Background: an optimization exercise with open tools, aiming at small area. Do not read the settings as production practice.
Function was not checked in any run shown here: the RTL went through the layout flow alone.
No activity file was given, so power comes from the tool's default toggle rates.

--- flow/flow/run.sh ---
#!/bin/bash
set -euo pipefail
bash standard.sh "BUFFER_PORTS_ARGS=-buffer_cell sky130_fd_sc_hd__buf_1" "CTS_ARGS=-sink_clustering_enable -repair_clock_nets -dont_use_dummy_load -buf_list sky130_fd_sc_hd__clkbuf_8" finish > flow_make.log 2>&1
--- flow/standard.sh ---
#!/bin/bash
# synth_recipe.tcl (not shown) runs the flow's synth.tcl, then flattens the netlist and writes it again
# the make line also repeats each setting of config.mk as NAME=value (left out here)
make -C /OpenROAD-flow-scripts/flow DESIGN_CONFIG=/design/flow/config.mk WORK_HOME=/design/flow/orfs CLKGATE_MAP_FILE= SYNTH_SCRIPT=/design/flow/synth_recipe.tcl "${@:-finish}"
--- flow/config.mk ---
export PLATFORM = sky130hd
export DESIGN_NAME = fract_resampler
export DESIGN_NICKNAME = fract_resampler
export VERILOG_FILES = /design/flow/design.v
export SDC_FILE = /design/flow/constraint.sdc
export NUM_CORES = 4
export LEC_CHECK = 0
export ABC_AREA = 1
export CAP_MARGIN = 20
export CORE_MARGIN = 2
export CORE_UTILIZATION = 65
export SLEW_MARGIN = 20
--- flow/constraint.sdc ---
create_clock -name core_clock -period 9.5 [get_ports {i_clk}]
set_input_delay 1.9000 -clock core_clock [delete_from_list [all_inputs] [get_ports {i_clk}]]
set_output_delay 1.9000 -clock core_clock [all_outputs]
set_load 0.01 [all_outputs]
--- flow/design.v ---
module fract_resampler #(
    parameter int WIDTH   = 16,
    parameter int PHASE_W = 12,
    parameter int SR_BASE = 192
) (
    input  logic                 i_clk,
    input  logic                 i_rst_n,
    input  logic                 i_clear,
    input  logic [WIDTH-1:0]     i_din_i,
    input  logic [WIDTH-1:0]     i_din_q,
    input  logic                 i_din_vld,
    output logic                 o_rdy,
    output logic [2*WIDTH-1:0]   o_tdata,
    output logic                 o_tvalid,
    input  logic                 i_rdy,
    input  logic                 i_set_stb,
    input  logic [7:0]           i_set_addr,
    input  logic [31:0]          i_set_data,
    output logic [31:0]          o_out_cnt
);
    localparam logic [PHASE_W:0] STEP_ONE = {1'b1, {PHASE_W{1'b0}}};
    localparam int SUM_W = WIDTH + PHASE_W;    
    localparam int NROW  = PHASE_W / 2;        
    localparam int ROW_W = WIDTH + 2;
    localparam logic [1:0] P_FILL0 = 2'b00;
    localparam logic [1:0] P_FILL1 = 2'b01;
    localparam logic [1:0] P_LOAD  = 2'b10;
    localparam logic [1:0] P_CALC  = 2'b11;
    localparam logic [SUM_W-1:0] SUM_K = SUM_W'(3 << (PHASE_W - 1))
        - SUM_W'(((1 << (2 * NROW)) - 1) / 3 * (1 << (ROW_W - 1)));
    logic [1:0] rst_sync;
    logic       rst_int_n;
    logic [1:0]                 ph;
    logic                       bypass;
    logic                       out_vld;
    logic [PHASE_W:0]           step;
    logic [PHASE_W:0]           step_new;
    logic [PHASE_W-1:0]         mu;
    logic [PHASE_W:0]           mu_sum;
    logic [WIDTH-1:0]           nx1_i, nx1_q;    
    logic [WIDTH:0]             d_i, d_q;
    logic [WIDTH:0]             dn_i, dn_q;
    logic [WIDTH-1:0]           y_i;
    logic                       sel_i;
    logic [WIDTH-1:0]           base;
    logic [WIDTH:0]             dsel;
    logic [PHASE_W+1:0]         mu_x;
    logic                       neg_top;
    logic [SUM_W-1:0]           sum;
    logic [WIDTH-1:0]           y_out;
    logic [31:0]                out_cnt;
    logic                       in_xfer;
    logic                       out_xfer;
    logic                       step_wr;
    logic                       mode_wr;
    logic                       byp_next;
    logic                       cnt_clr;
    logic                       do_clr;
    always_ff @(posedge i_clk or negedge i_rst_n) begin
        if (!i_rst_n) begin
            rst_sync <= 2'b00;
        end else begin
            rst_sync <= {rst_sync[0], 1'b1};
        end
    end
    assign rst_int_n = rst_sync[1];
    assign o_rdy    = bypass ? (!out_vld || i_rdy) : (!out_vld && (ph != P_CALC));
    assign in_xfer  = i_din_vld && o_rdy;
    assign out_xfer = out_vld && i_rdy;
    assign step_wr  = i_set_stb && (i_set_addr == 8'(SR_BASE));
    assign mode_wr  = i_set_stb && (i_set_addr == 8'(SR_BASE + 1));
    assign byp_next = mode_wr ? i_set_data[0] : bypass;
    assign cnt_clr  = i_clear || (mode_wr && i_set_data[1]);
    assign do_clr   = cnt_clr || (mode_wr && (i_set_data[0] != bypass));
    always_comb begin
        step_new = i_set_data[PHASE_W:0];
        if (i_set_data == 32'd0) begin
            step_new = (PHASE_W+1)'(1);
        end else if (i_set_data > 32'(STEP_ONE)) begin
            step_new = STEP_ONE;
        end
    end
    function automatic logic [WIDTH:0] sub_ripple(input logic [WIDTH:0] a, input logic [WIDTH:0] nb);
        logic c;
        c = 1'b1;
        for (int i = 0; i <= WIDTH; i++) begin
            sub_ripple[i] = a[i] ^ nb[i] ^ c;
            c = (a[i] & nb[i]) | (a[i] & c) | (nb[i] & c);
        end
    endfunction
    function automatic logic [PHASE_W:0] add_ripple(input logic [PHASE_W-1:0] a, input logic [PHASE_W:0] b);
        logic c;
        c = 1'b0;
        for (int i = 0; i < PHASE_W; i++) begin
            add_ripple[i] = a[i] ^ b[i] ^ c;
            c = (a[i] & b[i]) | (a[i] & c) | (b[i] & c);
        end
        add_ripple[PHASE_W] = b[PHASE_W] | c;
    endfunction
    function automatic logic [31:0] inc_ripple(input logic [31:0] a);
        logic c;
        c = 1'b1;
        for (int i = 0; i < 32; i++) begin
            inc_ripple[i] = a[i] ^ c;
            c = a[i] & c;
        end
    endfunction
    assign mu_sum = add_ripple(mu, step);
    assign dn_i = sub_ripple({i_din_i[WIDTH-1], i_din_i}, {nx1_i[WIDTH-1], nx1_i});
    assign dn_q = sub_ripple({i_din_q[WIDTH-1], i_din_q}, {nx1_q[WIDTH-1], nx1_q});
    assign sel_i = !out_vld && (ph == P_CALC);
    assign base  = ~(sel_i ? nx1_i : nx1_q);
    assign dsel  = sel_i ? d_i : d_q;
    assign mu_x  = {1'b0, mu, 1'b0};
    assign neg_top = !mu[PHASE_W-1] && !bypass;
    logic b_one1, b_two2, b_neg3, pp4, pp5, pp6, pp7, pp8, pp9, pp10, pp11, pp12, pp13, pp14, pp15, pp16, pp17, pp18, pp19, pp20, pp21, b_one22, b_two23, b_neg24, pp25, pp26, pp27, pp28, pp29, pp30, pp31, pp32, pp33, pp34, pp35, pp36, pp37, pp38, pp39, pp40, pp41, pp42, b_one43, b_two44, b_neg45, pp46, pp47, pp48, pp49, pp50, pp51, pp52, pp53, pp54, pp55, pp56, pp57, pp58, pp59, pp60, pp61, pp62, pp63, b_one64, b_two65, b_neg66, pp67, pp68, pp69, pp70, pp71, pp72, pp73, pp74, pp75, pp76, pp77, pp78, pp79, pp80, pp81, pp82, pp83, pp84, b_one85, b_two86, b_neg87, pp88, pp89, pp90, pp91, pp92, pp93, pp94, pp95, pp96, pp97, pp98, pp99, pp100, pp101, pp102, pp103, pp104, pp105, b_one106, b_two107, b_neg108, pp109, pp110, pp111, pp112, pp113, pp114, pp115, pp116, pp117, pp118, pp119, pp120, pp121, pp122, pp123, pp124, pp125, pp126, pl127, pl128, pl129, pl130, pl131, pl132, pl133, pl134, pl135, pl136, pl137, pl138, pl139, pl140, pl141, pl142, s143, c144, s145, c146, s147, c148, s149, c150, s151, c152, s153, c154, s155, c156, s157, c158, s159, c160, s161, c162, s163, c164, s165, c166, s167, c168, s169, c170, s171, c172, s173, c174, s175, c176, s177, c178, s179, c180, s181, c182, s183, c184, s185, c186, s187, c188, s189, c190, s191, c192, s193, c194, s195, c196, s197, c198, s199, c200, s201, c202, s203, c204, s205, c206, s207, c208, s209, c210, s211, c212, s213, c214, s215, c216, s217, c218, s219, c220, s221, c222, s223, c224, s225, c226, s227, c228, s229, c230, s231, c232, s233, c234, s235, c236, s237, c238, s239, c240, s241, c242, s243, c244, s245, c246, s247, c248, s249, c250, s251, c252, s253, c254, s255, c256, s257, c258, s259, c260, s261, c262, s263, c264, s265, c266, s267, c268, s269, c270, s271, c272, s273, c274, s275, c276, s277, c278, s279, c280, s281, c282, s283, c284, s285, c286, s287, c288, s289, c290, s291, c292, s293, c294, s295, c296, s297, c298, s299, c300, s301, c302, s303, c304, s305, c306, s307, c308, s309, c310, s311, c312, s313, c314, s315, c316, s317, c318, s319, c320, s321, c322, s323, c324, s325, c326, s327, c328, s329, c330, s331, c332, s333, c334, s335, c336, s337, c338, s339, c340, s341, c342, s343, c344, s345, c346, s347, c348, s349, c350, s351, c352, s353, c354, s355, c356, s357, c358, s359, c360, s361, c362, s363, c364, s365, c366, rc367, rc368, rc369, rc370, rc371, rc372, rc373, rc374, rc375, rc376, rc377, rc378, g379, p380, g381, p382, g383, p384, g385, p386, g387, p388, g389, p390, g391, p392, g393, p394, g395, p396, g397, p398, g399, p400, g401, p402, g403, p404, g405, p406, g407, p408, g409, p410, G411, P412, G413, P414, G415, P416, G417, P418, G419, P420, G421, P422, G423, P424, G425, P426, G427, P428, G429, P430, G431, P432, G433, P434, G435, P436, G437, P438, G439, P440, G441, P442, G443, P444, G445, P446, G447, P448, G449, P450, G451, P452, G453, P454, G455, P456, G457, P458, G459, P460, G461, P462, G463, P464;
    assign b_one1 = mu_x[1] ^ mu_x[0];
    assign b_two2 = (mu_x[2] & ~mu_x[1] & ~mu_x[0]) | (~mu_x[2] & mu_x[1] & mu_x[0]);
    assign b_neg3 = mu_x[2];
    assign pp4 = ((b_one1 & dsel[0])) ^ b_neg3;
    assign pp5 = ((b_one1 & dsel[1]) | (b_two2 & dsel[0])) ^ b_neg3;
    assign pp6 = ((b_one1 & dsel[2]) | (b_two2 & dsel[1])) ^ b_neg3;
    assign pp7 = ((b_one1 & dsel[3]) | (b_two2 & dsel[2])) ^ b_neg3;
    assign pp8 = ((b_one1 & dsel[4]) | (b_two2 & dsel[3])) ^ b_neg3;
    assign pp9 = ((b_one1 & dsel[5]) | (b_two2 & dsel[4])) ^ b_neg3;
    assign pp10 = ((b_one1 & dsel[6]) | (b_two2 & dsel[5])) ^ b_neg3;
    assign pp11 = ((b_one1 & dsel[7]) | (b_two2 & dsel[6])) ^ b_neg3;
    assign pp12 = ((b_one1 & dsel[8]) | (b_two2 & dsel[7])) ^ b_neg3;
    assign pp13 = ((b_one1 & dsel[9]) | (b_two2 & dsel[8])) ^ b_neg3;
    assign pp14 = ((b_one1 & dsel[10]) | (b_two2 & dsel[9])) ^ b_neg3;
    assign pp15 = ((b_one1 & dsel[11]) | (b_two2 & dsel[10])) ^ b_neg3;
    assign pp16 = ((b_one1 & dsel[12]) | (b_two2 & dsel[11])) ^ b_neg3;
    assign pp17 = ((b_one1 & dsel[13]) | (b_two2 & dsel[12])) ^ b_neg3;
    assign pp18 = ((b_one1 & dsel[14]) | (b_two2 & dsel[13])) ^ b_neg3;
    assign pp19 = ((b_one1 & dsel[15]) | (b_two2 & dsel[14])) ^ b_neg3;
    assign pp20 = ((b_one1 & dsel[16]) | (b_two2 & dsel[15])) ^ b_neg3;
    assign pp21 = ~(((b_one1 & dsel[16]) | (b_two2 & dsel[16])) ^ b_neg3);
    assign b_one22 = mu_x[3] ^ mu_x[2];
    assign b_two23 = (mu_x[4] & ~mu_x[3] & ~mu_x[2]) | (~mu_x[4] & mu_x[3] & mu_x[2]);
    assign b_neg24 = mu_x[4];
    assign pp25 = ((b_one22 & dsel[0])) ^ b_neg24;
    assign pp26 = ((b_one22 & dsel[1]) | (b_two23 & dsel[0])) ^ b_neg24;
    assign pp27 = ((b_one22 & dsel[2]) | (b_two23 & dsel[1])) ^ b_neg24;
    assign pp28 = ((b_one22 & dsel[3]) | (b_two23 & dsel[2])) ^ b_neg24;
    assign pp29 = ((b_one22 & dsel[4]) | (b_two23 & dsel[3])) ^ b_neg24;
    assign pp30 = ((b_one22 & dsel[5]) | (b_two23 & dsel[4])) ^ b_neg24;
    assign pp31 = ((b_one22 & dsel[6]) | (b_two23 & dsel[5])) ^ b_neg24;
    assign pp32 = ((b_one22 & dsel[7]) | (b_two23 & dsel[6])) ^ b_neg24;
    assign pp33 = ((b_one22 & dsel[8]) | (b_two23 & dsel[7])) ^ b_neg24;
    assign pp34 = ((b_one22 & dsel[9]) | (b_two23 & dsel[8])) ^ b_neg24;
    assign pp35 = ((b_one22 & dsel[10]) | (b_two23 & dsel[9])) ^ b_neg24;
    assign pp36 = ((b_one22 & dsel[11]) | (b_two23 & dsel[10])) ^ b_neg24;
    assign pp37 = ((b_one22 & dsel[12]) | (b_two23 & dsel[11])) ^ b_neg24;
    assign pp38 = ((b_one22 & dsel[13]) | (b_two23 & dsel[12])) ^ b_neg24;
    assign pp39 = ((b_one22 & dsel[14]) | (b_two23 & dsel[13])) ^ b_neg24;
    assign pp40 = ((b_one22 & dsel[15]) | (b_two23 & dsel[14])) ^ b_neg24;
    assign pp41 = ((b_one22 & dsel[16]) | (b_two23 & dsel[15])) ^ b_neg24;
    assign pp42 = ~(((b_one22 & dsel[16]) | (b_two23 & dsel[16])) ^ b_neg24);
    assign b_one43 = mu_x[5] ^ mu_x[4];
    assign b_two44 = (mu_x[6] & ~mu_x[5] & ~mu_x[4]) | (~mu_x[6] & mu_x[5] & mu_x[4]);
    assign b_neg45 = mu_x[6];
    assign pp46 = ((b_one43 & dsel[0])) ^ b_neg45;
    assign pp47 = ((b_one43 & dsel[1]) | (b_two44 & dsel[0])) ^ b_neg45;
    assign pp48 = ((b_one43 & dsel[2]) | (b_two44 & dsel[1])) ^ b_neg45;
    assign pp49 = ((b_one43 & dsel[3]) | (b_two44 & dsel[2])) ^ b_neg45;
    assign pp50 = ((b_one43 & dsel[4]) | (b_two44 & dsel[3])) ^ b_neg45;
    assign pp51 = ((b_one43 & dsel[5]) | (b_two44 & dsel[4])) ^ b_neg45;
    assign pp52 = ((b_one43 & dsel[6]) | (b_two44 & dsel[5])) ^ b_neg45;
    assign pp53 = ((b_one43 & dsel[7]) | (b_two44 & dsel[6])) ^ b_neg45;
    assign pp54 = ((b_one43 & dsel[8]) | (b_two44 & dsel[7])) ^ b_neg45;
    assign pp55 = ((b_one43 & dsel[9]) | (b_two44 & dsel[8])) ^ b_neg45;
    assign pp56 = ((b_one43 & dsel[10]) | (b_two44 & dsel[9])) ^ b_neg45;
    assign pp57 = ((b_one43 & dsel[11]) | (b_two44 & dsel[10])) ^ b_neg45;
    assign pp58 = ((b_one43 & dsel[12]) | (b_two44 & dsel[11])) ^ b_neg45;
    assign pp59 = ((b_one43 & dsel[13]) | (b_two44 & dsel[12])) ^ b_neg45;
    assign pp60 = ((b_one43 & dsel[14]) | (b_two44 & dsel[13])) ^ b_neg45;
    assign pp61 = ((b_one43 & dsel[15]) | (b_two44 & dsel[14])) ^ b_neg45;
    assign pp62 = ((b_one43 & dsel[16]) | (b_two44 & dsel[15])) ^ b_neg45;
    assign pp63 = ~(((b_one43 & dsel[16]) | (b_two44 & dsel[16])) ^ b_neg45);
    assign b_one64 = mu_x[7] ^ mu_x[6];
    assign b_two65 = (mu_x[8] & ~mu_x[7] & ~mu_x[6]) | (~mu_x[8] & mu_x[7] & mu_x[6]);
    assign b_neg66 = mu_x[8];
    assign pp67 = ((b_one64 & dsel[0])) ^ b_neg66;
    assign pp68 = ((b_one64 & dsel[1]) | (b_two65 & dsel[0])) ^ b_neg66;
    assign pp69 = ((b_one64 & dsel[2]) | (b_two65 & dsel[1])) ^ b_neg66;
    assign pp70 = ((b_one64 & dsel[3]) | (b_two65 & dsel[2])) ^ b_neg66;
    assign pp71 = ((b_one64 & dsel[4]) | (b_two65 & dsel[3])) ^ b_neg66;
    assign pp72 = ((b_one64 & dsel[5]) | (b_two65 & dsel[4])) ^ b_neg66;
    assign pp73 = ((b_one64 & dsel[6]) | (b_two65 & dsel[5])) ^ b_neg66;
    assign pp74 = ((b_one64 & dsel[7]) | (b_two65 & dsel[6])) ^ b_neg66;
    assign pp75 = ((b_one64 & dsel[8]) | (b_two65 & dsel[7])) ^ b_neg66;
    assign pp76 = ((b_one64 & dsel[9]) | (b_two65 & dsel[8])) ^ b_neg66;
    assign pp77 = ((b_one64 & dsel[10]) | (b_two65 & dsel[9])) ^ b_neg66;
    assign pp78 = ((b_one64 & dsel[11]) | (b_two65 & dsel[10])) ^ b_neg66;
    assign pp79 = ((b_one64 & dsel[12]) | (b_two65 & dsel[11])) ^ b_neg66;
    assign pp80 = ((b_one64 & dsel[13]) | (b_two65 & dsel[12])) ^ b_neg66;
    assign pp81 = ((b_one64 & dsel[14]) | (b_two65 & dsel[13])) ^ b_neg66;
    assign pp82 = ((b_one64 & dsel[15]) | (b_two65 & dsel[14])) ^ b_neg66;
    assign pp83 = ((b_one64 & dsel[16]) | (b_two65 & dsel[15])) ^ b_neg66;
    assign pp84 = ~(((b_one64 & dsel[16]) | (b_two65 & dsel[16])) ^ b_neg66);
    assign b_one85 = mu_x[9] ^ mu_x[8];
    assign b_two86 = (mu_x[10] & ~mu_x[9] & ~mu_x[8]) | (~mu_x[10] & mu_x[9] & mu_x[8]);
    assign b_neg87 = mu_x[10];
    assign pp88 = ((b_one85 & dsel[0])) ^ b_neg87;
    assign pp89 = ((b_one85 & dsel[1]) | (b_two86 & dsel[0])) ^ b_neg87;
    assign pp90 = ((b_one85 & dsel[2]) | (b_two86 & dsel[1])) ^ b_neg87;
    assign pp91 = ((b_one85 & dsel[3]) | (b_two86 & dsel[2])) ^ b_neg87;
    assign pp92 = ((b_one85 & dsel[4]) | (b_two86 & dsel[3])) ^ b_neg87;
    assign pp93 = ((b_one85 & dsel[5]) | (b_two86 & dsel[4])) ^ b_neg87;
    assign pp94 = ((b_one85 & dsel[6]) | (b_two86 & dsel[5])) ^ b_neg87;
    assign pp95 = ((b_one85 & dsel[7]) | (b_two86 & dsel[6])) ^ b_neg87;
    assign pp96 = ((b_one85 & dsel[8]) | (b_two86 & dsel[7])) ^ b_neg87;
    assign pp97 = ((b_one85 & dsel[9]) | (b_two86 & dsel[8])) ^ b_neg87;
    assign pp98 = ((b_one85 & dsel[10]) | (b_two86 & dsel[9])) ^ b_neg87;
    assign pp99 = ((b_one85 & dsel[11]) | (b_two86 & dsel[10])) ^ b_neg87;
    assign pp100 = ((b_one85 & dsel[12]) | (b_two86 & dsel[11])) ^ b_neg87;
    assign pp101 = ((b_one85 & dsel[13]) | (b_two86 & dsel[12])) ^ b_neg87;
    assign pp102 = ((b_one85 & dsel[14]) | (b_two86 & dsel[13])) ^ b_neg87;
    assign pp103 = ((b_one85 & dsel[15]) | (b_two86 & dsel[14])) ^ b_neg87;
    assign pp104 = ((b_one85 & dsel[16]) | (b_two86 & dsel[15])) ^ b_neg87;
    assign pp105 = ~(((b_one85 & dsel[16]) | (b_two86 & dsel[16])) ^ b_neg87);
    assign b_one106 = mu_x[11] ^ mu_x[10];
    assign b_two107 = (mu_x[12] & ~mu_x[11] & ~mu_x[10]) | (~mu_x[12] & mu_x[11] & mu_x[10]);
    assign b_neg108 = mu_x[12];
    assign pp109 = ((b_one106 & dsel[0])) ^ b_neg108;
    assign pp110 = ((b_one106 & dsel[1]) | (b_two107 & dsel[0])) ^ b_neg108;
    assign pp111 = ((b_one106 & dsel[2]) | (b_two107 & dsel[1])) ^ b_neg108;
    assign pp112 = ((b_one106 & dsel[3]) | (b_two107 & dsel[2])) ^ b_neg108;
    assign pp113 = ((b_one106 & dsel[4]) | (b_two107 & dsel[3])) ^ b_neg108;
    assign pp114 = ((b_one106 & dsel[5]) | (b_two107 & dsel[4])) ^ b_neg108;
    assign pp115 = ((b_one106 & dsel[6]) | (b_two107 & dsel[5])) ^ b_neg108;
    assign pp116 = ((b_one106 & dsel[7]) | (b_two107 & dsel[6])) ^ b_neg108;
    assign pp117 = ((b_one106 & dsel[8]) | (b_two107 & dsel[7])) ^ b_neg108;
    assign pp118 = ((b_one106 & dsel[9]) | (b_two107 & dsel[8])) ^ b_neg108;
    assign pp119 = ((b_one106 & dsel[10]) | (b_two107 & dsel[9])) ^ b_neg108;
    assign pp120 = ((b_one106 & dsel[11]) | (b_two107 & dsel[10])) ^ b_neg108;
    assign pp121 = ((b_one106 & dsel[12]) | (b_two107 & dsel[11])) ^ b_neg108;
    assign pp122 = ((b_one106 & dsel[13]) | (b_two107 & dsel[12])) ^ b_neg108;
    assign pp123 = ((b_one106 & dsel[14]) | (b_two107 & dsel[13])) ^ b_neg108;
    assign pp124 = ((b_one106 & dsel[15]) | (b_two107 & dsel[14])) ^ b_neg108;
    assign pp125 = ((b_one106 & dsel[16]) | (b_two107 & dsel[15])) ^ b_neg108;
    assign pp126 = ~(((b_one106 & dsel[16]) | (b_two107 & dsel[16])) ^ b_neg108);
    assign pl127 = ~(dsel[0] & neg_top);
    assign pl128 = ~(dsel[1] & neg_top);
    assign pl129 = ~(dsel[2] & neg_top);
    assign pl130 = ~(dsel[3] & neg_top);
    assign pl131 = ~(dsel[4] & neg_top);
    assign pl132 = ~(dsel[5] & neg_top);
    assign pl133 = ~(dsel[6] & neg_top);
    assign pl134 = ~(dsel[7] & neg_top);
    assign pl135 = ~(dsel[8] & neg_top);
    assign pl136 = ~(dsel[9] & neg_top);
    assign pl137 = ~(dsel[10] & neg_top);
    assign pl138 = ~(dsel[11] & neg_top);
    assign pl139 = ~(dsel[12] & neg_top);
    assign pl140 = ~(dsel[13] & neg_top);
    assign pl141 = ~(dsel[14] & neg_top);
    assign pl142 = ~(dsel[15] & neg_top);
    assign s143 = pp14 ^ pp33;
    assign c144 = pp14 & pp33;
    assign s145 = pp15 ^ pp34 ^ pp53;
    assign c146 = (pp15 & pp34) | (pp15 & pp53) | (pp34 & pp53);
    assign s147 = pp16 ^ pp35 ^ pp54;
    assign c148 = (pp16 & pp35) | (pp16 & pp54) | (pp35 & pp54);
    assign s149 = pp73 ^ pp92 ^ pp111;
    assign c150 = (pp73 & pp92) | (pp73 & pp111) | (pp92 & pp111);
    assign s151 = pp17 ^ pp36 ^ pp55;
    assign c152 = (pp17 & pp36) | (pp17 & pp55) | (pp36 & pp55);
    assign s153 = pp74 ^ pp93 ^ pp112;
    assign c154 = (pp74 & pp93) | (pp74 & pp112) | (pp93 & pp112);
    assign s155 = pp18 ^ pp37 ^ pp56;
    assign c156 = (pp18 & pp37) | (pp18 & pp56) | (pp37 & pp56);
    assign s157 = pp75 ^ pp94 ^ pp113;
    assign c158 = (pp75 & pp94) | (pp75 & pp113) | (pp94 & pp113);
    assign s159 = pp19 ^ pp38 ^ pp57;
    assign c160 = (pp19 & pp38) | (pp19 & pp57) | (pp38 & pp57);
    assign s161 = pp76 ^ pp95 ^ pp114;
    assign c162 = (pp76 & pp95) | (pp76 & pp114) | (pp95 & pp114);
    assign s163 = pp20 ^ pp39 ^ pp58;
    assign c164 = (pp20 & pp39) | (pp20 & pp58) | (pp39 & pp58);
    assign s165 = pp77 ^ pp96 ^ pp115;
    assign c166 = (pp77 & pp96) | (pp77 & pp115) | (pp96 & pp115);
    assign s167 = pp21 ^ pp40 ^ pp59;
    assign c168 = (pp21 & pp40) | (pp21 & pp59) | (pp40 & pp59);
    assign s169 = pp78 ^ pp97 ^ pp116;
    assign c170 = (pp78 & pp97) | (pp78 & pp116) | (pp97 & pp116);
    assign s171 = pl132 ^ base[5];
    assign c172 = pl132 & base[5];
    assign s173 = pp41 ^ pp60 ^ pp79;
    assign c174 = (pp41 & pp60) | (pp41 & pp79) | (pp60 & pp79);
    assign s175 = pp98 ^ pp117 ^ pl133;
    assign c176 = (pp98 & pp117) | (pp98 & pl133) | (pp117 & pl133);
    assign s177 = base[6] ^ 1'b1;
    assign c178 = base[6] & 1'b1;
    assign s179 = pp42 ^ pp61 ^ pp80;
    assign c180 = (pp42 & pp61) | (pp42 & pp80) | (pp61 & pp80);
    assign s181 = pp99 ^ pp118 ^ pl134;
    assign c182 = (pp99 & pp118) | (pp99 & pl134) | (pp118 & pl134);
    assign s183 = pp62 ^ pp81 ^ pp100;
    assign c184 = (pp62 & pp81) | (pp62 & pp100) | (pp81 & pp100);
    assign s185 = pp119 ^ pl135;
    assign c186 = pp119 & pl135;
    assign s187 = pp63 ^ pp82 ^ pp101;
    assign c188 = (pp63 & pp82) | (pp63 & pp101) | (pp82 & pp101);
    assign s189 = pp83 ^ pp102;
    assign c190 = pp83 & pp102;
    assign s191 = pp10 ^ pp29;
    assign c192 = pp10 & pp29;
    assign s193 = pp11 ^ pp30;
    assign c194 = pp11 & pp30;
    assign s195 = pp12 ^ pp31 ^ pp50;
    assign c196 = (pp12 & pp31) | (pp12 & pp50) | (pp31 & pp50);
    assign s197 = pp69 ^ pp88;
    assign c198 = pp69 & pp88;
    assign s199 = pp13 ^ pp32 ^ pp51;
    assign c200 = (pp13 & pp32) | (pp13 & pp51) | (pp32 & pp51);
    assign s201 = pp70 ^ pp89;
    assign c202 = pp70 & pp89;
    assign s203 = s143 ^ pp52 ^ pp71;
    assign c204 = (s143 & pp52) | (s143 & pp71) | (pp52 & pp71);
    assign s205 = pp90 ^ pp109 ^ b_neg108;
    assign c206 = (pp90 & pp109) | (pp90 & b_neg108) | (pp109 & b_neg108);
    assign s207 = c144 ^ s145 ^ pp72;
    assign c208 = (c144 & s145) | (c144 & pp72) | (s145 & pp72);
    assign s209 = pp91 ^ pp110 ^ 1'b1;
    assign c210 = (pp91 & pp110) | (pp91 & 1'b1) | (pp110 & 1'b1);
    assign s211 = c146 ^ s147 ^ s149;
    assign c212 = (c146 & s147) | (c146 & s149) | (s147 & s149);
    assign s213 = pl127 ^ base[0] ^ 1'b1;
    assign c214 = (pl127 & base[0]) | (pl127 & 1'b1) | (base[0] & 1'b1);
    assign s215 = c148 ^ c150 ^ s151;
    assign c216 = (c148 & c150) | (c148 & s151) | (c150 & s151);
    assign s217 = s153 ^ pl128 ^ base[1];
    assign c218 = (s153 & pl128) | (s153 & base[1]) | (pl128 & base[1]);
    assign s219 = c152 ^ c154 ^ s155;
    assign c220 = (c152 & c154) | (c152 & s155) | (c154 & s155);
    assign s221 = s157 ^ pl129 ^ base[2];
    assign c222 = (s157 & pl129) | (s157 & base[2]) | (pl129 & base[2]);
    assign s223 = c156 ^ c158 ^ s159;
    assign c224 = (c156 & c158) | (c156 & s159) | (c158 & s159);
    assign s225 = s161 ^ pl130 ^ base[3];
    assign c226 = (s161 & pl130) | (s161 & base[3]) | (pl130 & base[3]);
    assign s227 = c160 ^ c162 ^ s163;
    assign c228 = (c160 & c162) | (c160 & s163) | (c162 & s163);
    assign s229 = s165 ^ pl131 ^ base[4];
    assign c230 = (s165 & pl131) | (s165 & base[4]) | (pl131 & base[4]);
    assign s231 = c164 ^ c166 ^ s167;
    assign c232 = (c164 & c166) | (c164 & s167) | (c166 & s167);
    assign s233 = s169 ^ s171 ^ 1'b1;
    assign c234 = (s169 & s171) | (s169 & 1'b1) | (s171 & 1'b1);
    assign s235 = c168 ^ c170 ^ c172;
    assign c236 = (c168 & c170) | (c168 & c172) | (c170 & c172);
    assign s237 = s173 ^ s175 ^ s177;
    assign c238 = (s173 & s175) | (s173 & s177) | (s175 & s177);
    assign s239 = c174 ^ c176 ^ c178;
    assign c240 = (c174 & c176) | (c174 & c178) | (c176 & c178);
    assign s241 = s179 ^ s181 ^ base[7];
    assign c242 = (s179 & s181) | (s179 & base[7]) | (s181 & base[7]);
    assign s243 = c180 ^ c182 ^ s183;
    assign c244 = (c180 & c182) | (c180 & s183) | (c182 & s183);
    assign s245 = s185 ^ base[8] ^ 1'b1;
    assign c246 = (s185 & base[8]) | (s185 & 1'b1) | (base[8] & 1'b1);
    assign s247 = c184 ^ c186 ^ s187;
    assign c248 = (c184 & c186) | (c184 & s187) | (c186 & s187);
    assign s249 = pp120 ^ pl136 ^ base[9];
    assign c250 = (pp120 & pl136) | (pp120 & base[9]) | (pl136 & base[9]);
    assign s251 = c188 ^ s189 ^ pp121;
    assign c252 = (c188 & s189) | (c188 & pp121) | (s189 & pp121);
    assign s253 = pl137 ^ base[10] ^ 1'b1;
    assign c254 = (pl137 & base[10]) | (pl137 & 1'b1) | (base[10] & 1'b1);
    assign s255 = c190 ^ pp84 ^ pp103;
    assign c256 = (c190 & pp84) | (c190 & pp103) | (pp84 & pp103);
    assign s257 = pp122 ^ pl138 ^ base[11];
    assign c258 = (pp122 & pl138) | (pp122 & base[11]) | (pl138 & base[11]);
    assign s259 = pp104 ^ pp123 ^ pl139;
    assign c260 = (pp104 & pp123) | (pp104 & pl139) | (pp123 & pl139);
    assign s261 = base[12] ^ 1'b1;
    assign c262 = base[12] & 1'b1;
    assign s263 = pp105 ^ pp124 ^ pl140;
    assign c264 = (pp105 & pp124) | (pp105 & pl140) | (pp124 & pl140);
    assign s265 = pp125 ^ pl141;
    assign c266 = pp125 & pl141;
    assign s267 = pp8 ^ pp27;
    assign c268 = pp8 & pp27;
    assign s269 = pp9 ^ pp28;
    assign c270 = pp9 & pp28;
    assign s271 = s191 ^ pp48 ^ pp67;
    assign c272 = (s191 & pp48) | (s191 & pp67) | (pp48 & pp67);
    assign s273 = c192 ^ s193 ^ pp49;
    assign c274 = (c192 & s193) | (c192 & pp49) | (s193 & pp49);
    assign s275 = c194 ^ s195 ^ s197;
    assign c276 = (c194 & s195) | (c194 & s197) | (s195 & s197);
    assign s277 = c196 ^ c198 ^ s199;
    assign c278 = (c196 & c198) | (c196 & s199) | (c198 & s199);
    assign s279 = c200 ^ c202 ^ s203;
    assign c280 = (c200 & c202) | (c200 & s203) | (c202 & s203);
    assign s281 = c204 ^ c206 ^ s207;
    assign c282 = (c204 & c206) | (c204 & s207) | (c206 & s207);
    assign s283 = c208 ^ c210 ^ s211;
    assign c284 = (c208 & c210) | (c208 & s211) | (c210 & s211);
    assign s285 = c212 ^ c214 ^ s215;
    assign c286 = (c212 & c214) | (c212 & s215) | (c214 & s215);
    assign s287 = c216 ^ c218 ^ s219;
    assign c288 = (c216 & c218) | (c216 & s219) | (c218 & s219);
    assign s289 = c220 ^ c222 ^ s223;
    assign c290 = (c220 & c222) | (c220 & s223) | (c222 & s223);
    assign s291 = c224 ^ c226 ^ s227;
    assign c292 = (c224 & c226) | (c224 & s227) | (c226 & s227);
    assign s293 = c228 ^ c230 ^ s231;
    assign c294 = (c228 & c230) | (c228 & s231) | (c230 & s231);
    assign s295 = c232 ^ c234 ^ s235;
    assign c296 = (c232 & c234) | (c232 & s235) | (c234 & s235);
    assign s297 = c236 ^ c238 ^ s239;
    assign c298 = (c236 & c238) | (c236 & s239) | (c238 & s239);
    assign s299 = c240 ^ c242 ^ s243;
    assign c300 = (c240 & c242) | (c240 & s243) | (c242 & s243);
    assign s301 = c244 ^ c246 ^ s247;
    assign c302 = (c244 & c246) | (c244 & s247) | (c246 & s247);
    assign s303 = c248 ^ c250 ^ s251;
    assign c304 = (c248 & c250) | (c248 & s251) | (c250 & s251);
    assign s305 = c252 ^ c254 ^ s255;
    assign c306 = (c252 & c254) | (c252 & s255) | (c254 & s255);
    assign s307 = c256 ^ c258 ^ s259;
    assign c308 = (c256 & c258) | (c256 & s259) | (c258 & s259);
    assign s309 = c260 ^ c262 ^ s263;
    assign c310 = (c260 & c262) | (c260 & s263) | (c262 & s263);
    assign s311 = c264 ^ s265 ^ base[14];
    assign c312 = (c264 & s265) | (c264 & base[14]) | (s265 & base[14]);
    assign s313 = c266 ^ pp126 ^ pl142;
    assign c314 = (c266 & pp126) | (c266 & pl142) | (pp126 & pl142);
    assign s315 = pp6 ^ pp25;
    assign c316 = pp6 & pp25;
    assign s317 = pp7 ^ pp26;
    assign c318 = pp7 & pp26;
    assign s319 = s267 ^ pp46 ^ b_neg45;
    assign c320 = (s267 & pp46) | (s267 & b_neg45) | (pp46 & b_neg45);
    assign s321 = c268 ^ s269 ^ pp47;
    assign c322 = (c268 & s269) | (c268 & pp47) | (s269 & pp47);
    assign s323 = c270 ^ s271 ^ b_neg66;
    assign c324 = (c270 & s271) | (c270 & b_neg66) | (s271 & b_neg66);
    assign s325 = c272 ^ s273 ^ pp68;
    assign c326 = (c272 & s273) | (c272 & pp68) | (s273 & pp68);
    assign s327 = c274 ^ s275 ^ b_neg87;
    assign c328 = (c274 & s275) | (c274 & b_neg87) | (s275 & b_neg87);
    assign s329 = c276 ^ s277 ^ s201;
    assign c330 = (c276 & s277) | (c276 & s201) | (s277 & s201);
    assign s331 = c278 ^ s279 ^ s205;
    assign c332 = (c278 & s279) | (c278 & s205) | (s279 & s205);
    assign s333 = c280 ^ s281 ^ s209;
    assign c334 = (c280 & s281) | (c280 & s209) | (s281 & s209);
    assign s335 = c282 ^ s283 ^ s213;
    assign c336 = (c282 & s283) | (c282 & s213) | (s283 & s213);
    assign s337 = c284 ^ s285 ^ s217;
    assign c338 = (c284 & s285) | (c284 & s217) | (s285 & s217);
    assign s339 = c286 ^ s287 ^ s221;
    assign c340 = (c286 & s287) | (c286 & s221) | (s287 & s221);
    assign s341 = c288 ^ s289 ^ s225;
    assign c342 = (c288 & s289) | (c288 & s225) | (s289 & s225);
    assign s343 = c290 ^ s291 ^ s229;
    assign c344 = (c290 & s291) | (c290 & s229) | (s291 & s229);
    assign s345 = c292 ^ s293 ^ s233;
    assign c346 = (c292 & s293) | (c292 & s233) | (s293 & s233);
    assign s347 = c294 ^ s295 ^ s237;
    assign c348 = (c294 & s295) | (c294 & s237) | (s295 & s237);
    assign s349 = c296 ^ s297 ^ s241;
    assign c350 = (c296 & s297) | (c296 & s241) | (s297 & s241);
    assign s351 = c298 ^ s299 ^ s245;
    assign c352 = (c298 & s299) | (c298 & s245) | (s299 & s245);
    assign s353 = c300 ^ s301 ^ s249;
    assign c354 = (c300 & s301) | (c300 & s249) | (s301 & s249);
    assign s355 = c302 ^ s303 ^ s253;
    assign c356 = (c302 & s303) | (c302 & s253) | (s303 & s253);
    assign s357 = c304 ^ s305 ^ s257;
    assign c358 = (c304 & s305) | (c304 & s257) | (s305 & s257);
    assign s359 = c306 ^ s307 ^ s261;
    assign c360 = (c306 & s307) | (c306 & s261) | (s307 & s261);
    assign s361 = c308 ^ s309 ^ base[13];
    assign c362 = (c308 & s309) | (c308 & base[13]) | (s309 & base[13]);
    assign s363 = c310 ^ s311 ^ 1'b1;
    assign c364 = (c310 & s311) | (c310 & 1'b1) | (s311 & 1'b1);
    assign s365 = c312 ^ s313 ^ base[15];
    assign c366 = (c312 & s313) | (c312 & base[15]) | (s313 & base[15]);
    assign rc367 = (pp4 & b_neg3) | (pp4 & 1'b0) | (b_neg3 & 1'b0);
    assign rc368 = (pp5 & 1'b0) | (pp5 & rc367) | (1'b0 & rc367);
    assign rc369 = (s315 & b_neg24) | (s315 & rc368) | (b_neg24 & rc368);
    assign rc370 = (c316 & s317) | (c316 & rc369) | (s317 & rc369);
    assign rc371 = (c318 & s319) | (c318 & rc370) | (s319 & rc370);
    assign rc372 = (c320 & s321) | (c320 & rc371) | (s321 & rc371);
    assign rc373 = (c322 & s323) | (c322 & rc372) | (s323 & rc372);
    assign rc374 = (c324 & s325) | (c324 & rc373) | (s325 & rc373);
    assign rc375 = (c326 & s327) | (c326 & rc374) | (s327 & rc374);
    assign rc376 = (c328 & s329) | (c328 & rc375) | (s329 & rc375);
    assign rc377 = (c330 & s331) | (c330 & rc376) | (s331 & rc376);
    assign rc378 = (c332 & s333) | (c332 & rc377) | (s333 & rc377);
    assign g379 = c334 & s335;
    assign p380 = c334 ^ s335;
    assign g381 = c336 & s337;
    assign p382 = c336 ^ s337;
    assign g383 = c338 & s339;
    assign p384 = c338 ^ s339;
    assign g385 = c340 & s341;
    assign p386 = c340 ^ s341;
    assign g387 = c342 & s343;
    assign p388 = c342 ^ s343;
    assign g389 = c344 & s345;
    assign p390 = c344 ^ s345;
    assign g391 = c346 & s347;
    assign p392 = c346 ^ s347;
    assign g393 = c348 & s349;
    assign p394 = c348 ^ s349;
    assign g395 = c350 & s351;
    assign p396 = c350 ^ s351;
    assign g397 = c352 & s353;
    assign p398 = c352 ^ s353;
    assign g399 = c354 & s355;
    assign p400 = c354 ^ s355;
    assign g401 = c356 & s357;
    assign p402 = c356 ^ s357;
    assign g403 = c358 & s359;
    assign p404 = c358 ^ s359;
    assign g405 = c360 & s361;
    assign p406 = c360 ^ s361;
    assign g407 = c362 & s363;
    assign p408 = c362 ^ s363;
    assign g409 = c364 & s365;
    assign p410 = c364 ^ s365;
    assign G411 = g379 | (p380 & rc378);
    assign P412 = p380 & 1'b0;
    assign G413 = g383 | (p384 & g381);
    assign P414 = p384 & p382;
    assign G415 = g387 | (p388 & g385);
    assign P416 = p388 & p386;
    assign G417 = g391 | (p392 & g389);
    assign P418 = p392 & p390;
    assign G419 = g395 | (p396 & g393);
    assign P420 = p396 & p394;
    assign G421 = g399 | (p400 & g397);
    assign P422 = p400 & p398;
    assign G423 = g403 | (p404 & g401);
    assign P424 = p404 & p402;
    assign G425 = g407 | (p408 & g405);
    assign P426 = p408 & p406;
    assign G427 = G413 | (P414 & G411);
    assign P428 = P414 & P412;
    assign G429 = G417 | (P418 & G415);
    assign P430 = P418 & P416;
    assign G431 = G421 | (P422 & G419);
    assign P432 = P422 & P420;
    assign G433 = G425 | (P426 & G423);
    assign P434 = P426 & P424;
    assign G435 = G429 | (P430 & G427);
    assign P436 = P430 & P428;
    assign G437 = G433 | (P434 & G431);
    assign P438 = P434 & P432;
    assign G439 = G437 | (P438 & G435);
    assign P440 = P438 & P436;
    assign G441 = G431 | (P432 & G435);
    assign P442 = P432 & P436;
    assign G443 = G415 | (P416 & G427);
    assign P444 = P416 & P428;
    assign G445 = G419 | (P420 & G435);
    assign P446 = P420 & P436;
    assign G447 = G423 | (P424 & G441);
    assign P448 = P424 & P442;
    assign G449 = g381 | (p382 & G411);
    assign P450 = p382 & P412;
    assign G451 = g385 | (p386 & G427);
    assign P452 = p386 & P428;
    assign G453 = g389 | (p390 & G443);
    assign P454 = p390 & P444;
    assign G455 = g393 | (p394 & G435);
    assign P456 = p394 & P436;
    assign G457 = g397 | (p398 & G445);
    assign P458 = p398 & P446;
    assign G459 = g401 | (p402 & G441);
    assign P460 = p402 & P442;
    assign G461 = g405 | (p406 & G447);
    assign P462 = p406 & P448;
    assign G463 = g409 | (p410 & G439);
    assign P464 = p410 & P440;
    assign sum[12] = p380 ^ rc378;
    assign sum[13] = p382 ^ G411;
    assign sum[14] = p384 ^ G449;
    assign sum[15] = p386 ^ G427;
    assign sum[16] = p388 ^ G451;
    assign sum[17] = p390 ^ G443;
    assign sum[18] = p392 ^ G453;
    assign sum[19] = p394 ^ G435;
    assign sum[20] = p396 ^ G455;
    assign sum[21] = p398 ^ G445;
    assign sum[22] = p400 ^ G457;
    assign sum[23] = p402 ^ G441;
    assign sum[24] = p404 ^ G459;
    assign sum[25] = p406 ^ G447;
    assign sum[26] = p408 ^ G461;
    assign sum[27] = p410 ^ G439;
    assign y_out = sum[PHASE_W +: WIDTH];
    assign o_tdata   = {y_i, y_out};
    assign o_tvalid  = out_vld;
    assign o_out_cnt = out_cnt;
    always_ff @(posedge i_clk) begin
        if (in_xfer) begin
            nx1_i <= ~i_din_i;
            nx1_q <= ~i_din_q;
            d_i  <= dn_i;
            d_q  <= dn_q;
        end
        if (sel_i) begin
            y_i <= y_out;
        end else if (bypass && in_xfer) begin
            y_i <= i_din_i;
        end
    end
    always_ff @(posedge i_clk) begin
        if (do_clr || (!bypass && !out_vld && (ph == P_FILL1) && in_xfer)) begin
            mu <= '0;
        end else if (!bypass && out_xfer) begin
            mu <= mu_sum[PHASE_W-1:0];
        end
    end
    always_ff @(posedge i_clk or negedge rst_int_n) begin
        if (!rst_int_n) begin
            ph       <= P_FILL0;
            bypass   <= 1'b0;
            step     <= STEP_ONE;
            out_vld  <= 1'b0;
            out_cnt  <= '0;
        end else begin
            if (step_wr) begin
                step <= step_new;
            end
            if (mode_wr) begin
                bypass <= i_set_data[0];
            end
            if (cnt_clr) begin
                out_cnt <= '0;
            end else if (out_xfer) begin
                out_cnt <= inc_ripple(out_cnt);
            end
            if (do_clr) begin
                ph      <= P_FILL0;
                out_vld <= 1'b0;
            end else if (bypass) begin
                if (in_xfer) begin
                    out_vld <= 1'b1;
                end else if (out_xfer) begin
                    out_vld <= 1'b0;
                end
            end else if (out_vld) begin
                if (i_rdy) begin
                    out_vld <= 1'b0;
                    ph      <= mu_sum[PHASE_W] ? P_LOAD : P_CALC;
                end
            end else begin
                case (ph)
                    P_FILL0: if (in_xfer) ph <= P_FILL1;
                    P_FILL1: if (in_xfer) ph <= P_CALC;
                    P_LOAD:  if (in_xfer) ph <= P_CALC;
                    default: out_vld <= 1'b1;
                endcase
            end
        end
    end
endmodule
==> results of run 1 <==
-- power breakdown --
part           internal [mW]  switching (mW)
registers              0.772          0.0342
clock network          0.157           0.207
logic                  0.554           0.991
-- through the flow --
stage,cells,setup slack (ps),hold slack [ps]
3_5_place_dp,1598,800,358
4_1_cts,1615,462,381
6_report,1615,551,365
5_1_grt,1615,15.4,390
2_1_floorplan,1252,1340,331
3_3_place_gp,1598,888,334
-- cells in the final DEF, fill, tap and decap left out, types with 2 or more instances in the layout --
master    count
nand2_1     221
inv_1       170
buf_1       143
fa_1        138
xor2_1       95
o22ai_1      83
edfxtp_1     82
ha_1         69
a21oi_1      55
dfrtp_1      49
nand3_1      39
nor2_1       38
o21ai_0      36
buf_4        27
clkbuf_8     17
mux2i_1      13
dfxtp_1      12
inv_2        10
or2_2         8
o21ai_1       7
nor4_1        7
a221oi_1      6
o221ai_1      6
o21ai_2       5
nand4_1       5
clkinv_1      4
nor3_1        4
nand2_2       3
o211ai_1      3
xnor2_1       3
a21o_1        2
a31oi_1       2
a22oi_1       2
a211oi_1      2
-- state kept, by name, indices dropped and copies added (netlist names), 12 cells and up --
| register | flops |
|---|---|
| step | 13 |
| nx1_i | 16 |
| nx1_q | 16 |
| out_cnt | 32 |
| mu | 12 |
| y_i | 16 |
| d_q | 17 |
| d_i | 17 |
-- logic make-up after synthesis --
kind of cell    count (synthesis)
compound gates                215
xor+xnor                       99
fa+ha+maj                     207
buf+inv                       242
flops                         145
mux                            13
other cells                     1
simple gates                  330
-- area by class of cell --
type,instances,area (sq um)
timing repair buffer,170,739
inverter,184,691
multi-input combinational,865,7300
fill,1487,5340
tap,234,293
clock buffer,17,234
sequential,145,3980
-- per-layer routing --
| layer | wire (um) | part of all wire, % | vias up | global-route usage (%) |
|---|---|---|---|---|
| li1 | - | - | 4360 | - |
| met3 | 1840 | 6.6 | 39 | 5.57 |
| met1 | 12300 | 44 | 4431 | 42.4 |
| met4 | 524 | 1.9 | 0 | 8.26 |
| met2 | 13200 | 47 | 334 | 47.3 |
| met5 | 0 | 0 | - | 0 |
-- worst max-delay path by stage --
stage / start / end / slack (ps)
6_report: ph[0]$_DFFE_PN0P_ / o_tdata[14] / 550
3_3_place_gp: i_din_q[0] / d_q[15]$_DFFE_PP_ / 890
4_1_cts: ph[0]$_DFFE_PN0P_ / o_tdata[14] / 460
3_5_place_dp: i_din_q[0] / d_q[15]$_DFFE_PP_ / 800
5_1_grt: ph[0]$_DFFE_PN0P_ / o_tdata[14] / 20
2_1_floorplan: i_din_i[0] / d_i[15]$_DFFE_PP_ / 1340
==> key figures, run 1 <==
Global routing
  • First-pass GRT wire length: approximately 46 mm
  • Largest net degree at the start of global routing: between 60 and 70
  • Vias in the first global route: slightly above 9000
  • Total track usage: between 20% and 30%
  • Initial antenna violation count: 0
  • Total congestion overflow: 0

Timing
  • Worst slew pin tran: roughly 1000 ps
  • Setup-failing EPs final: 0
  • Max Clock Skew: around 41 ps
  • Setup TNS Final: 0 ps
  • Slew margin rel.: between 30 and 40%
  • Crit share post-route: 94.2%
  • Final hold vios: 0
  • Highest clock rate: about 110 MHz
  • Fin crit period: between 8000 and 9000 ps
  • RSZ-0062 raised after global routing: no
  • Max Slew Vio Count: 0

Pwr
  • Pleak: around 6 nW
  • PwrDens: a little over 200 nW/um^2
  • Max VDD drop: ~0.27 mV
  • Overall Power: 2.71 mW

Logic synthesis
  • Share of the synthesized area in the top cell type: between 20% and 30%
  • Synth Area in Compound Gates: between 10% and 20%
  • Post-Synth Simple-Gate Area: between 10 and 15%
  • Syn avg cell area: 9.76 sq um
  • Mapped Nets: between 1500 and 2000
  • Post-synthesis cell area: between 10000 and 15000 sq um
  • Leading area contributor after synthesis: fa_1
  • Seq/Total Area, Yosys: between 30% and 40%
  • Mux share of post-synthesis cell area: around 1.1%
  • XOR/XNOR share of the synthesized area: 7.15%
  • Synth area leaders: fa_1 23%, edfxtp_1 20%, dfrtp_1 10%
  • Synth top cells by count: 222 x nand2_1, 171 x inv_1, 138 x fa_1
  • Yosys cell types: 50
  • Synth Warn #: 1
  • Cells after Synth: between 1000 and 1500
  • Adder-cell share of the synthesized area: 29.7%
  • Yosys reg bits: 145
  • Count leader, synth: nand2_1
  • Most frequently used flop master after synthesis: edfxtp_1
  • Largest family of logic cells by synthesized area: adder cells
  • Number of synthesized flops with an enable pin: between 80 and 90
  • Async SR Flop Fraction: 35.2%

Placement
  • Number of I/O port buffers: between 100 and 150
  • HPWL after DPL: approximately 21 mm
  • Placed cell areas: approximately 13000 sq um
  • GPL Wtd Cong: roughly 0.99

Clocking
  • Clock Path Buffers: 2
  • Root buf cell: clkbuf_8
  • Clock slew at reported path FFs: 100 ps
  • H-tree depth: 4
  • CTS Hold Bufs: 0
  • CTS tree: done
  • Post-CTS Setup Inserts: 0
  • Clock sinks: about 150
  • Clock Latency Late Sink: between 400 and 500 ps
  • # resized after CTS: 0
  • Num CTS Buffers: 17

Hold path
  • HP Class: flop to async pin

Die
  • Cell Rows: 50
  • Initial Util: approximately two thirds
  • Overall die width: 141 um
  • Die height: around 140 um
  • Die ar.: around 20000 sq um
  • I/O pins: approximately 140
  • Placeable Area: about 19000 sq um

Setup path
  • Crit path DAT: between 7000 and 8000 ps
  • Kind of critical path: flop to output pin
  • CP required: 7600 ps
  • Worst setup EP type: output pin
  • Crit Reg-Reg Startpoint: nx1_q[0]$_DFFE_PP_
  • Cell mode on critical path: fa_1
  • CP Launch Type: flop
  • Critical path peak fanout: 17
  • Crit-path slowest cell: fa_1
  • Worst R2R Setup Slack: around 2500 ps
  • Cell count along the critical path: 27
  • Buf+Inv Stages, Crit Path: 4
  • R2R depth: 18
  • Reg2reg end: d_q[15]$_DFFE_PP_
  • CP top delay family: adder cells
  • Max stage delay on crit path: 510 ps

Drt
  • Final ANT Viol Nets: 0
  • Wirelength per Cell: roughly 17 um
  • 1st-iter DRT viols: 855
  • Via/cell ratio: 5.67
  • Pre-antenna DRT Iters: 5
  • Via Count: about 9200
  • Routed Wire Length: 27.8 mm
  • DRC violations left: 0

Finish
  • Share of layout cells above drive strength 1: roughly 5.6%
  • Layout net count: 1668
  • Fin area: 13200 sq um
  • ANT cells: 0
  • Final core utilization: a little under three quarters
  • Area growth syn-to-layout: 8.33%

Status
  • Status: finished clean

Flow run
  • Max_cap viols: 0
==> inputs of run 2 (changes only) <==
==> flow/flow/run.sh (replaced) <==
#!/bin/bash
set -euo pipefail
bash standard.sh "BUFFER_PORTS_ARGS=-buffer_cell sky130_fd_sc_hd__buf_1" "CTS_ARGS=-sink_clustering_enable -repair_clock_nets -dont_use_dummy_load -sink_clustering_size 8 -buf_list {sky130_fd_sc_hd__clkbuf_4 sky130_fd_sc_hd__clkbuf_8}" finish > flow_make.log 2>&1
--- a/flow/config.mk
+++ b/flow/config.mk
@@ -10,3 +10,3 @@
 export CORE_MARGIN = 2
-export CORE_UTILIZATION = 65
+export CORE_UTILIZATION = 40
 export SLEW_MARGIN = 20
==> run 2 against run 1 <==
Effect of this change: global-route usage shrank 10 points; largest power group unchanged; non-clock buffer count grew 2; area after synthesis unchanged; highest routed layer is now met5; final area grew 1.8%; first-iteration DRC count decreased by 32%; die area is 61% higher.
==> key figures, run 2 <==
Setup path
  • Worst setup EP type: output pin
  • Max stage delay on crit path: about 520 ps
  • Kind of critical path: flop to output pin
  • Crit path DAT: between 7000 and 8000 ps
  • Critical path startpoint: ph[0]$_DFFE_PN0P_
  • CP top delay family: adder cells
  • Crit Reg-Reg Startpoint: nx1_i[0]$_DFFE_PP_
  • CP required: roughly 7600 ps
  • CP Launch Type: flop
  • Critical path peak fanout: 36
  • Cell mode on critical path: fa_1
  • Buf+Inv Stages, Crit Path: 3
  • Crit-path slowest cell: fa_1

Finish
  • Layout net count: around 1700
  • Max reg flops: 32
  • Area growth syn-to-layout: 10.3%
  • Most flops, register: out_cnt
  • Commonest non-fill, non-tap cell in the layout: nand2_1
  • Fin area: about 13000 sq um
  • Commonest cells after routing, fill and taps aside: 221 x nand2_1, 170 x inv_1, 143 x buf_1, 138 x fa_1, 95 x xor2_1
  • Biggest regs: out_cnt x32, d_i x17, d_q x17
  • Share of layout cells above drive strength 1: 5.78%
  • ANT cells: 0
  • Filler-free cell count of the finished design: about 1800
  • Fillers: roughly 3000

Placement
  • Number of I/O port buffers: around 140
  • HPWL after DPL: between 20 and 25 mm
  • GPL Wtd Cong: between 0.9 and 1
  • Placed cell areas: roughly 13000 sq um
  • Dpl cells: 1762

Pwr
  • Max VDD drop: approximately 0.22 mV
  • Pleak: 5.92 nW
  • PwrDens: 203 nW/um^2
  • Overall Power: 2.74 mW

Clocking
  • Post-CTS Setup Inserts: 0
  • Num CTS Buffers: 17
  • Root buf cell: clkbuf_8
  • CTS Hold Bufs: 0
  • H-tree depth: 4
  • Clock Latency Late Sink: 470 ps
  • # resized after CTS: 0
  • Clock Path Buffers: 2
  • Clock slew at reported path FFs: about 100 ps
  • Clock sinks: ~150
  • CTS tree: done

Timing
  • Max Clock Skew: 44.5 ps
  • Fin crit period: roughly 9000 ps
  • Crit share post-route: between 90% and 100%
  • Setup-failing EPs final: 0
  • Worst slew pin tran: just over 900 ps
  • Slew margin rel.: 37.9%
  • Max Slew Vio Count: 0
  • Setup TNS Final: 0 ps
  • Highest clock rate: 111 MHz
  • RSZ-0062 raised after global routing: no
  • Final hold vios: 0

Global routing
  • Total congestion overflow: 0
  • First-pass GRT wire length: 48.1 mm
  • Vias in the first global route: ~9200
  • Initial antenna violation count: 1
  • GR peak layer: met2
  • M1 GR Usage: a little over a quarter
  • Total track usage: between 10% and 20%
  • Largest net degree at the start of global routing: 69
  • Met2 GRT Util: between 30 and 40%
  • GR Util met3: roughly 3.7%

Logic synthesis
  • Share of the synthesized area in the top cell type: 22.6%
  • Yosys reg bits: roughly 150
  • Mux share of post-synthesis cell area: 1.06%
  • Number of synthesized flops with an enable pin: 82
  • Largest family of logic cells by synthesized area: adder cells
  • Mapped Nets: approximately 1500
  • Most frequently used flop master after synthesis: edfxtp_1
  • Cells after Synth: around 1300
  • Yosys cell types: 50
  • Async SR Flop Fraction: a little over a third
  • Post-synthesis cell area: approximately 12000 sq um
  • Synth area leaders: fa_1 23%, edfxtp_1 20%, dfrtp_1 10%
  • XOR/XNOR share of the synthesized area: 7.15%
  • Adder-cell share of the synthesized area: between 20% and 30%
  • Syn avg cell area: just under 10 sq um
  • Synth Warn #: 1
  • Leading area contributor after synthesis: fa_1
  • Seq/Total Area, Yosys: approximately a third
  • Post-Synth Simple-Gate Area: 11.2%
  • Count leader, synth: nand2_1
  • Synth top cells by count: 222 x nand2_1, 171 x inv_1, 138 x fa_1
  • Synth Area in Compound Gates: a little over a tenth

Drt
  • DRC violations left: 0
  • Wirelength per Cell: between 15 and 20 um
  • Pre-antenna DRT Iters: 5
  • Routed Wire Length: between 20 and 30 mm
  • 1st-iter DRT viols: between 500 and 600
  • Via/cell ratio: around 5.1
  • Final ANT Viol Nets: 0
  • Via Count: a little over 9000

Die
  • Die ar.: ~32000 sq um
  • I/O pins: between 100 and 150
  • Cell Rows: 64
  • Placeable Area: 30300 sq um
  • Initial Util: ~40%
  • Overall die width: 179 um
  • Die height: 179 um

Status
  • Status: finished clean

Hold path
  • HP Class: flop to async pin

Flow run
  • Max_cap viols: 0
run 2: layout make-up:
class	instances	area [sq um]	area share (%)
Multi-Input combinational cell	865	7300	54.2
Timing Repair Buffer	172	774	5.75
Inverter	184	691	5.12
Clock buffer	17	234	1.74
Tap cell	396	495	3.68
Sequential cell	145	3980	29.5
run 2: logic make-up after synthesis:
group	after synthesis
other	1
xor gates and xnor gates	99
buffers and inverters	242
AOI/OAI and AO/OA	215
adders and majority gates	207
DFF	145
muxes	13
and+or+nand+nor	330
run 2: worst register-to-register path: stages (launching register included):
cell and delay (ps):
edfxtp_1 370, inv_1 90, ha_1 140, inv_1 50, fa_1 380, fa_1 420
fa_1 400, fa_1 400, fa_1 420, fa_1 390, fa_1 400, fa_1 410
fa_1 390, fa_1 390, fa_1 400, fa_1 390, fa_1 400, fa_1 430
fa_1 430
run 2: stage by stage:
stage | setup slack, ps | hold slack, ps | utilization [%]
2_1_floorplan | 1340 | 331 | -
3_3_place_gp | 869 | 122 | 43.5
3_5_place_dp | 801 | 123 | 43.6
4_1_cts | 435 | 132 | 44.4
5_1_grt | 55.6 | 146 | 44.4
6_report | 504 | 118 | 44.4
run 2: worst paths after layout:
check                                    endpoint  cells after the start  slack [ps]
max                                   o_tdata[14]                     25         500
min                        out_cnt[3]$_DFFE_PN0P_                      0         120
max reg2reg                     d_i[15]$_DFFE_PP_                     18        2540
min reg2reg                out_cnt[3]$_DFFE_PN0P_                      0         120
max in group asynchronous   rst_sync[1]$_DFF_PN0_                      1        8170
min in group core_clock     rst_sync[1]$_DFF_PN0_                      0         360
run 2: layer usage:
metal / vias to the layer above / wire (um) / share of wire (%)
li1: 4355 / - / -
met1: 4423 / 13000 / 44
met2: 273 / 14100 / 48
met3: 52 / 1760 / 6.0
met4: 2 / 613 / 2.1
met5: - / 9 / 0.031
run 2: report_power, final:
part           internal [mW]  total [mW]  switching, mW
registers              0.771       0.804         0.0327
logic                  0.558        1.56           1.00
clock network          0.158       0.369          0.211
==> inputs of run 3 (changes only) <==
==> flow/flow/run.sh (replaced) <==
#!/bin/bash
set -euo pipefail
bash standard.sh "BUFFER_PORTS_ARGS=-buffer_cell sky130_fd_sc_hd__buf_1" "CTS_ARGS=-sink_clustering_enable -repair_clock_nets -dont_use_dummy_load -sink_clustering_size 30 -sink_clustering_max_diameter 120 -buf_list sky130_fd_sc_hd__clkbuf_8" finish > flow_make.log 2>&1
--- a/flow/config.mk
+++ b/flow/config.mk
@@ -10,3 +10,3 @@
 export CORE_MARGIN = 2
-export CORE_UTILIZATION = 40
+export CORE_UTILIZATION = 65
 export SLEW_MARGIN = 20
==> run 3 against run 2 <==
Effect of this change: sequential share of layout area is 0.53 points higher; synthesized cell count stayed put; area after synthesis stayed put; clock power is 1% lower; hold slack better by 250 ps; maximum frequency is 0.52% higher; combinational power hardly changed; critical endpoint unchanged; sequential cell count stayed put; largest power group unchanged.
==> key figures, run 3 <==
Setup path
  • Critical path peak fanout: 17
  • CP Launch Type: flop
  • Kind of critical path: flop to output pin
  • Worst setup EP type: output pin
  • Crit path DAT: 7050 ps
  • CP required: ~7600 ps

Finish
  • Max reg flops: 32
  • Commonest non-fill, non-tap cell in the layout: nand2_1
  • Final core utilization: 71.3%
  • Fillers: around 1500
  • Biggest regs: out_cnt x32, d_i x17, d_q x17
  • Layout net count: 1668
  • Area growth syn-to-layout: 8.33%
  • Filler-free cell count of the finished design: 1615
  • Fin area: roughly 13000 sq um
  • Most flops, register: out_cnt
  • Commonest cells after routing, fill and taps aside: 221 x nand2_1, 170 x inv_1, 143 x buf_1, 138 x fa_1, 95 x xor2_1
  • ANT cells: 0
  • Share of layout cells above drive strength 1: about 5.6%

Drt
  • 1st-iter DRT viols: 855
  • Wirelength per Cell: 17.2 um
  • Via/cell ratio: approximately 5.7
  • Routed Wire Length: ~28 mm
  • DRC violations left: 0
  • Via Count: ~9000
  • Final ANT Viol Nets: 0
  • Pre-antenna DRT Iters: 5

Global routing
  • Initial antenna violation count: 0
  • Total congestion overflow: 0
  • First-pass GRT wire length: about 46 mm
  • Total track usage: just under 30%
  • Vias in the first global route: between 9000 and 10000
  • Largest net degree at the start of global routing: between 60 and 70

Pwr
  • Pleak: a little under 6 nW
  • Max VDD drop: around 0.27 mV
  • PwrDens: about 210 nW/um^2
  • Overall Power: roughly 2.7 mW

Die
  • I/O pins: ~140
  • Placeable Area: about 19000 sq um
  • Initial Util: between 60% and 70%
  • Die height: around 140 um
  • Cell Rows: 50
  • Die ar.: around 20000 sq um
  • Overall die width: 141 um

Logic synthesis
  • Post-synthesis cell area: about 12000 sq um
  • Mapped Nets: ~1500
  • Async SR Flop Fraction: around a third
  • Cells after Synth: around 1300
  • Most frequently used flop master after synthesis: edfxtp_1
  • Number of synthesized flops with an enable pin: 82
  • Seq/Total Area, Yosys: 32.6%
  • Count leader, synth: nand2_1
  • Share of the synthesized area in the top cell type: between 20% and 30%
  • Leading area contributor after synthesis: fa_1
  • Yosys cell types: 50
  • Synth top cells by count: 222 x nand2_1, 171 x inv_1, 138 x fa_1
  • Yosys reg bits: between 100 and 150
  • Syn avg cell area: a little under 10 sq um
  • Synth area leaders: fa_1 23%, edfxtp_1 20%, dfrtp_1 10%
  • Synth Warn #: 1

Clocking
  • Num CTS Buffers: 17
  • Clock Latency Late Sink: around 480 ps
  • H-tree depth: 4
  • Post-CTS Setup Inserts: 0
  • Root buf cell: clkbuf_8
  • Clock Path Buffers: 2
  • CTS Hold Bufs: 0
  • CTS tree: done
  • Clock sinks: between 100 and 150
  • # resized after CTS: 0
  • Clock slew at reported path FFs: around 100 ps

Placement
  • HPWL after DPL: 20.9 mm
  • Number of I/O port buffers: between 100 and 150
  • Placed cell areas: around 13000 sq um
  • Dpl cells: roughly 1600
  • Dpl ws: approximately 800 ps
  • GPL Wtd Cong: between 0.9 and 1

Timing
  • Highest clock rate: 112 MHz
  • Min Hold Slack: around 370 ps
  • Final hold vios: 0
  • Final WS setup: roughly 550 ps
  • Slew margin rel.: a little under a third
  • Max Clock Skew: 40.9 ps
  • RSZ-0062 raised after global routing: no
  • Crit share post-route: ~94%
  • Fin crit period: 8950 ps
  • Setup TNS Final: 0 ps
  • Setup-failing EPs final: 0
  • Worst slew pin tran: roughly 1000 ps
  • Max Slew Vio Count: 0

Hold path
  • HP Class: flop to async pin

Status
  • Status: finished clean

Flow run
  • Max_cap viols: 0
[run 3: cell families (layout without fill, tap and decap cells)]
group	count (synthesis)	count (layout)	synth area share [%]
xor gates and xnor gates	99	99	7.15
AOI/OAI and AO/OA	215	215	10.5
buffers and inverters	242	371	7.78
adders and majority gates	207	207	29.7
other	1	1	0.0307
muxes	13	13	1.06
DFF	145	145	32.6
and+or+nand+nor	330	330	11.2
[run 3: routing by layer]
layer | up-vias | global-route usage, % | share of wire, %
met5 | - | 0 | 0
li1 | 4360 | - | -
met2 | 334 | 47.3 | 47
met3 | 39 | 5.57 | 6.6
met1 | 4431 | 42.4 | 44
met4 | 0 | 8.26 | 1.9
[run 3: layout make-up]
cell class | count | area, sq um | share of cell area (%)
tap | 234 | 293 | 2.21
inverter | 184 | 691 | 5.22
timing repair buffer | 170 | 739 | 5.58
clock buffer | 17 | 234 | 1.77
sequential | 145 | 3980 | 30.1
multi-input combinational | 865 | 7300 | 55.2
[run 3: power breakdown]
group | switching [mW] | internal, mW | leakage (nW)
registers | 0.0342 | 0.772 | 1.58
clock network | 0.207 | 0.157 | 0.122
logic | 0.991 | 0.554 | 4.20
total | 1.23 | 1.48 | 5.90
[run 3: path summary, 6_finish.rpt]
kind	cells after the start	startpoint	end	slack (ps)
max in group asynchronous	1	i_rst_n	rst_sync[1]$_DFF_PN0_	8160
setup reg to reg	18	nx1_q[0]$_DFFE_PP_	d_q[15]$_DFFE_PP_	2460
hold reg to reg	1	rst_sync[1]$_DFF_PN0_	out_cnt[5]$_DFFE_PN0P_	370
hold / removal	1	rst_sync[1]$_DFF_PN0_	out_cnt[5]$_DFFE_PN0P_	370
setup / recovery	27	ph[0]$_DFFE_PN0P_	o_tdata[14]	550
min in group core_clock	0	rst_sync[0]$_DFF_PN0_	rst_sync[1]$_DFF_PN0_	370
[run 3: critical path, cell delays in order (launching register included)]
cell and delay, ps:
dfrtp_1 370, ha_1 270, inv_1 100, nor2_4 370, or2_2 190, o21ai_0 70, buf_4 200, o22ai_1 190
xor2_1 240, fa_1 470, fa_1 500, fa_1 510, fa_1 510, inv_1 50, a22oi_1 140, a21oi_1 120
fa_1 490, nand3_1 110, nand2_1 130, nand4_1 100, nand2_1 150, nand3_1 150, o21bai_1 120, nand3_1 90
nand2_1 70, fa_1 440, xor2_1 230, buf_1 180

-- what the ideal ports hide --
How much do the figures lean on ideal ports? The routed layouts below were timed once more, with nothing changed but the port constraints.
Step 1 (the two cells are an assumption about what drives the block):
set clk [get_ports {i_clk}]
set_driving_cell -lib_cell sky130_fd_sc_hd__clkbuf_16 $clk
set_driving_cell -lib_cell sky130_fd_sc_hd__buf_2 [delete_from_list [all_inputs] $clk]
Step 2, shift: input delay + t, output delay - t, t = (earliest + latest rising clock arrival at the registers) / 2. This alone moves slack from input paths to output paths.
a / b / c = ideal ports / drivers / drivers and shift; a / b = the first two.
| run | t, ns | setup slack, ns | slew at the worst register clock pin (ns) | cell pins on the clock port's net |
|---|---|---|---|---|
| run 1 | 0.496 | 0.551 / 0.511 / 0.850 | 0.10 / 0.10 | 1 |
| run 2 | 0.489 | 0.504 / 0.459 / 0.901 | 0.10 / 0.10 | 1 |
| run 3 | 0.496 | 0.551 / 0.511 / 0.850 | 0.10 / 0.10 | 1 |
After both steps every run listed still meets setup and hold.
